Background: an optimization exercise with open tools, aiming at small area. Do not read the settings as production practice. In this exercise RTL edits were held to simulation tests only and were not proved equivalent to the original. No activity file was given, so power comes from the tool's default toggle rates.

--- design/flow/run.sh ---
#!/bin/bash
# synth_recipe.tcl (not shown) runs the flow's synth.tcl, then flattens the netlist and writes it again
# the make line also repeats each setting of config.mk as NAME=value (left out here)
make -C /OpenROAD-flow-scripts/flow DESIGN_CONFIG=/design/flow/config.mk WORK_HOME=/design/flow/orfs CLKGATE_MAP_FILE= SYNTH_SCRIPT=/design/flow/synth_recipe.tcl finish
--- design/flow/config.mk ---
export PLATFORM = sky130hd
export DESIGN_NAME = tsi_switch
export DESIGN_NICKNAME = tsi_switch
export VERILOG_FILES = /design/flow/design.v
export SDC_FILE = /design/flow/constraint.sdc
export NUM_CORES = 4
export LEC_CHECK = 0
export CAP_MARGIN = 20
export CORE_MARGIN = 2
export CORE_UTILIZATION = 40
export SLEW_MARGIN = 20
--- design/flow/constraint.sdc ---
create_clock -name core_clock -period 8.0 [get_ports {clk}]
set_input_delay 1.6000 -clock core_clock [delete_from_list [all_inputs] [get_ports {clk}]]
set_output_delay 1.6000 -clock core_clock [all_outputs]
set_load 0.01 [all_outputs]
--- design/flow/design.v ---
`default_nettype none
`default_nettype wire
`default_nettype none
module tsi_frame_counter (
	input  logic       clk,
	input  logic       reset,
	input  logic       input_valid,
	output logic [1:0] pos_chan,    
	output logic [2:0] pos_bit,     
	output logic       frame_end,
	output logic       played
);
	logic [4:0] count;
	assign pos_chan = count[4:3];
	assign pos_bit  = count[2:0];
	assign frame_end = input_valid && (count == 5'd31);
	always_ff @(posedge clk)
	begin
		if (reset)
		begin
			count  <= '0;    
			played <= 1'b0;  
		end
		else
		begin
			if (input_valid)
				count <= count + 1'b1;  
			if (frame_end)
				played <= 1'b1;
		end
	end
endmodule
`default_nettype wire
`default_nettype none
module tsi_conn_memory (
	input  logic         clk,
	input  logic         reset,
	input  logic [21:0]  control,
	input  logic [1:0]   pos_chan,
	output logic [127:0] conn_words   
);
	logic [15:0] words [32];  
	logic       wr_en;
	logic [4:0] wr_addr;
	logic [15:0] wr_data;
	assign wr_en   = control[21];
	assign wr_addr = control[20:16];
	assign wr_data = control[15:0];
	always_ff @(posedge clk)
	begin
		for (int i = 0; i < 32; i++)
		begin
			if (reset)
				words[i] <= '0;
			else if (wr_en && (wr_addr == 5'(i)))
				words[i] <= wr_data;  
		end
	end
	always_comb
	begin
		for (int k = 0; k < 8; k++)
			conn_words[16*k +: 16] = words[{3'(k), pos_chan}];
	end
endmodule
`default_nettype wire
`default_nettype none
module tsi_speech_memory (
	input  logic         clk,
	input  logic         reset,
	input  logic         input_valid,
	input  logic         frame_end,
	input  logic [1:0]   pos_chan,
	input  logic [2:0]   pos_bit,
	input  logic [7:0]   stream_in,
	input  logic [127:0] conn_words,
	output logic [7:0]   src_bits
);
	logic [511:0] bank_mem;
	logic capture_bank;  
	always_ff @(posedge clk)
	begin
		if (reset)
			capture_bank <= 1'b0;
		else if (frame_end)
			capture_bank <= ~capture_bank;  
	end
	always_ff @(posedge clk)
	begin
		for (int k = 0; k < 8; k++)
		begin
			if (input_valid)
				bank_mem[{capture_bank, 3'(k), pos_chan, pos_bit}] <= stream_in[k];
		end
	end
	always_comb
	begin
		for (int k = 0; k < 8; k++)
			src_bits[k] = bank_mem[{~capture_bank, conn_words[16*k +: 5], pos_bit}];
	end
endmodule
`default_nettype wire
`default_nettype none
module tsi_output_select (
	input  logic         clk,
	input  logic         reset,
	input  logic         input_valid,
	input  logic         played,
	input  logic [1:0]   pos_chan,
	input  logic [2:0]   pos_bit,
	input  logic [127:0] conn_words,
	input  logic [7:0]   src_bits,
	output logic [7:0]   stream_out,
	output logic         sync
);
	logic [7:0] next_bits;  
	always_comb
	begin
		for (int k = 0; k < 8; k++)
		begin
			if (!played || !conn_words[16*k + 13])
				next_bits[k] = 1'b0;                               
			else if (conn_words[16*k + 15])
				next_bits[k] = conn_words[16*k + 32'(pos_bit)];   
			else
				next_bits[k] = src_bits[k];                        
		end
	end
	always_ff @(posedge clk)
	begin
		if (reset)
		begin
			stream_out <= '0;
			sync       <= 1'b0;
		end
		else
		begin
			if (input_valid)
				stream_out <= next_bits;
			sync <= input_valid && played && (pos_chan == 2'd0) && (pos_bit == 3'd0);
		end
	end
endmodule
`default_nettype wire
`default_nettype none
module tsi_switch (
	input  logic        clk,
	input  logic        reset,
	input  logic        input_valid,
	input  logic [21:0] control,      
	input  logic [7:0]  stream_in,
	output logic [7:0]  stream_out,
	output logic        sync
);
	logic [1:0] pos_chan;   
	logic [2:0] pos_bit;    
	logic frame_end;        
	logic played;           
	logic [127:0] conn_words;
	logic [7:0] src_bits;  
	tsi_frame_counter u_tsi_frame_counter (
		.clk         (clk),
		.reset       (reset),
		.input_valid (input_valid),
		.pos_chan    (pos_chan),
		.pos_bit     (pos_bit),
		.frame_end   (frame_end),
		.played      (played)
	);
	tsi_conn_memory u_tsi_conn_memory (
		.clk        (clk),
		.reset      (reset),
		.control    (control),
		.pos_chan   (pos_chan),
		.conn_words (conn_words)
	);
	tsi_speech_memory u_tsi_speech_memory (
		.clk         (clk),
		.reset       (reset),
		.input_valid (input_valid),
		.frame_end   (frame_end),
		.pos_chan    (pos_chan),
		.pos_bit     (pos_bit),
		.stream_in   (stream_in),
		.conn_words  (conn_words),
		.src_bits    (src_bits)
	);
	tsi_output_select u_tsi_output_select (
		.clk         (clk),
		.reset       (reset),
		.input_valid (input_valid),
		.played      (played),
		.pos_chan    (pos_chan),
		.pos_bit     (pos_bit),
		.conn_words  (conn_words),
		.src_bits    (src_bits),
		.stream_out  (stream_out),
		.sync        (sync)
	);
endmodule
`default_nettype wire
==> run notes <==
floorplan core area: 116000 um2
critical path peak fanout: 35
CTS buffer count: 95
width of the chip: 346 um
most frequently used flop master after synthesis: sky130_fd_sc_hd__dfxtp_1
cell type with the highest aggregate area in the netlist: sky130_fd_sc_hd__dfxtp_1
EDFF count, synth: 1
post-detail-place hpwl: 163000 um
CP Cell Sequence: inv_2 > ha_1 > nor3b_1 > ha_1 > a21oi_4 > buf_4 > nand2_1 > o22ai_1 > a32o_1
sequential cell area: 17000 um2
initial antenna violation count: 16
library cell appearing most often on the critical path: sky130_fd_sc_hd__ha_1
post-DR vias/cell: 6.92
global-route wire length before repair: 333000 um
longest individual stage delay on the worst path: 1.21 ns
category of the critical setup timing path: register to register
max-cap check violation count: 0
post-layout min period: 5.36 ns
worst setup path start: u_tsi_frame_counter.count[0]
unrepaired setup endpoints after global routing: false
data arrival at the endpoint of the critical path: 6.02 ns
ranking of synthesized cells by area: sky130_fd_sc_hd__dfxtp_1 (36%), sky130_fd_sc_hd__mux2i_1 (12%), sky130_fd_sc_hd__mux4_2 (7.0%), sky130_fd_sc_hd__nor2_1 (5.9%), sky130_fd_sc_hd__nand2_1 (5.4%)
Max Clock Freq: 0.186 GHz
Post-Synthesis Mean Instance Area: 8.65 um2
layout cell share with drive strength beyond 1: 12.3%
startpoint types: register
vias post-DR: 47600
final clock period utilization by the worst path: 67.0%
TritonCTS clock tree: built
smallest hold slack: 0.451 ns
fill cell instance count of the final layout: 11500
total leakage power: 18.4 nW
clk buf depth: 3
chip height: 346 um
pin count of the biggest net entering global routing: 171
Max IR drop VDD: 0.201 mV
final weighted congestion in routability-driven placement: 1.08
total of cells resized after clock tree synthesis: 0
Port-buffer cells: 35
Slew headroom: 12.1%
clk_skew: 0.0340 ns
NumNets Final: 5309
Ys Warns: 5
Synth top area share: 36.3%
fraction of synthesis flops using an asynchronous set or reset pin: 0%
total routing resource utilization after global routing: 38.4%
reg2reg start: u_tsi_frame_counter.count[0]
number of H-tree levels: 3
setup tns final: 0 ns
count of antenna-violating nets left after detailed routing: 0
vias in the first global route: 43800
Seq cells post-synth: 848
routed wire length: 238000 um
total grt overflow: 0
power density over the cells: 252 nW/um2
area of the multi-input gates: 27600 um2
detailed-route DRC error count: 0
most common cell after layout, fill and taps aside: sky130_fd_sc_hd__dfxtp_1
Worst-Margin Slew: 1.32 ns
cell area after synthesis: 46600 um2
clock tree root driver cell: sky130_fd_sc_hd__clkbuf_16
violation count after the first detailed-route iteration: 7798
setup violation total in the final timing report: 0
worst path buffer plus inverter count: 2
post-synth cell types: 106
share of the yosys chip area belonging to registers: 36.4%
run status: no timing/DRC/antenna violations
hold_sp: u_tsi_speech_memory.bank_mem[45]
row count: 125
number of clock sinks: 848
number of buffers added for setup after CTS: 0
ports placed on the boundary: 42
initial cell density of the core: 40.3%
setup slack of the worst register-to-register path: 2.64 ns
clock slew at the register clock pins of the worst setup and hold paths: 0.07 ns
Gate Count Post-Synth: 5393
max-slew violation count: 0
slowest library cell on the worst path: sky130_fd_sc_hd__o22ai_1
Routed wire per std cell: 34.6 um
Die Outline Area: 119000 um2
Setup crit end kind: register
number of buffers inserted for hold repair after clock tree synthesis: 0
Final Hold Viols: 0
Skew-Pair Late Insertion Delay: 0.73 ns
most frequent cells in the layout: sky130_fd_sc_hd__dfxtp_1 (841), sky130_fd_sc_hd__nor2_1 (723), sky130_fd_sc_hd__nand2_1 (665), sky130_fd_sc_hd__mux2i_1 (558), sky130_fd_sc_hd__o21ai_0 (442)
count of TritonRoute iterations in the first routing pass: 6
gate family responsible for the most delay along the worst path: compound AO/OA/AOI/OAI gates
synth-to-layout area growth: 10.9%
Synthesized Nets: 5435
CP required: 8.66 ns
Min-Delay Path Class: register to register
synth_stat cells (33+ instances only):
library cell and instances:
sky130_fd_sc_hd__a211oi_1 51, sky130_fd_sc_hd__a21oi_1 226, sky130_fd_sc_hd__a22o_1 68, sky130_fd_sc_hd__a22oi_1 83
sky130_fd_sc_hd__a31oi_1 87, sky130_fd_sc_hd__a32o_1 35, sky130_fd_sc_hd__buf_1 39, sky130_fd_sc_hd__buf_2 61
sky130_fd_sc_hd__clkbuf_1 284, sky130_fd_sc_hd__dfxtp_1 847, sky130_fd_sc_hd__mux2_2 76, sky130_fd_sc_hd__mux2i_1 564
sky130_fd_sc_hd__mux4_2 144, sky130_fd_sc_hd__nand2_1 668, sky130_fd_sc_hd__nand3_1 154, sky130_fd_sc_hd__nor2_1 733
sky130_fd_sc_hd__nor3_1 109, sky130_fd_sc_hd__o211ai_1 33, sky130_fd_sc_hd__o21ai_0 443, sky130_fd_sc_hd__o221ai_1 38
sky130_fd_sc_hd__o22ai_1 101
flip-flops by register name (all words and copies together), names as in the netlist, named ones only:
register	flops
u_tsi_speech_memory.bank_mem	511
u_tsi_conn_memory.words	320
u_tsi_output_select.stream_out	8
u_tsi_frame_counter.count	5
u_tsi_frame_counter.played	1
u_tsi_output_select.sync	1
u_tsi_speech_memory.capture_bank	1
final timing paths:
check	cells past startpoint	endpoint
worst max register to register	9	u_tsi_speech_memory.bank_mem[224]
worst min-delay path	2	u_tsi_speech_memory.bank_mem[45]
worst max-delay path	9	u_tsi_speech_memory.bank_mem[224]
worst min register to register	2	u_tsi_speech_memory.bank_mem[45]
logic make-up (layout without fill, tap and decap cells):
family / count (synthesis) / after routing / share of synthesized area, %
compound gates: 1423 / 1423 / 19.9
buf+inv: 469 / 421 / 4.80
other cells: 0 / 10 / 0
flops: 848 / 848 / 36.4
simple gates: 1837 / 1837 / 16.7
fa+ha+maj: 9 / 9 / 0.241
xor+xnor: 8 / 8 / 0.166
mux: 799 / 799 / 21.7
worst reg2reg max path: stages, from the launching register on:
cell	delay, ns
sky130_fd_sc_hd__dfxtp_4	0.81
sky130_fd_sc_hd__inv_2	0.38
sky130_fd_sc_hd__ha_1	0.36
sky130_fd_sc_hd__nor3b_1	0.15
sky130_fd_sc_hd__ha_1	0.50
sky130_fd_sc_hd__a21oi_4	0.53
sky130_fd_sc_hd__buf_4	0.43
sky130_fd_sc_hd__nand2_1	0.61
sky130_fd_sc_hd__o22ai_1	1.22
sky130_fd_sc_hd__a32o_1	0.30
final cells by class:
type / count / area share, %
tap: 1524 / 3.69
multi-input combinational: 4076 / 53.4
antenna: 10 / 0.0484
clock buffer: 131 / 5.25
timing repair buffer: 217 / 3.47
inverter: 29 / 0.210
sequential: 848 / 32.9
clock inverter: 44 / 1.07
through the flow:
stage | setup WS (ns) | cells | util (%) | instance area, um2 | total power [W]
finish | 2.64 | 6879 | 44.6 | 51700 | 0.0131
global route | 2.72 | 6870 | 44.6 | 51700 | 0.0133
CTS | 2.96 | 6865 | 44.5 | 51600 | 0.0128
detailed placement | 3.02 | 6690 | 41.7 | 48300 | 0.00819
global placement | 2.99 | 6690 | 41.7 | 48300 | 0.00816
floorplan | 3.98 | 5393 | - | 46600 | 0.00677
layer usage:
metal  vias up  global-route usage (%)  routed length (um)
li1      19700                       -                   -
met1     23000                    47.5               87400
met2      3809                    54.6               96200
met3      1112                    12.9               32000
met4        12                    29.8               22500
met5         -                       0                  79
where the power goes:
part           switching [W]  total [W]  internal (W)
logic                0.00227    0.00324      0.000971
clock network        0.00198    0.00469       0.00271
registers           0.000413    0.00513       0.00472
total                0.00466     0.0131       0.00840

[port drivers added, routing unchanged]
In the flow no input, the clock included, has a driving cell. The finished layout below was timed again as built, in two steps. Step 1 sets driving cells, clkbuf_16 on the clock port and buf_2 on the other inputs (assumed; they add their load-dependent delay and slew). Step 2 adds t to the input delays and takes it off the output delays; t is the mean of the earliest and latest rising clock arrival at the registers after step 1. Input paths then give back, and output paths get back, about the clock's delay inside the block. Slacks: ideal / step 1 / step 2; pairs: ideal / step 1.
t (ns): 0.788
slack for setup (ns): 2.638 / 2.638 / 2.638
worst hold slack (ns): 0.451 / 0.451 / 0.451
worst setup path at the end: register to register
worst slew at a driven data input, ns: 0.05
After both steps this run still meets setup and hold. For this run, drivers alone change the setup slack by 0.000 ns; drivers and shift together by 0.000 ns.
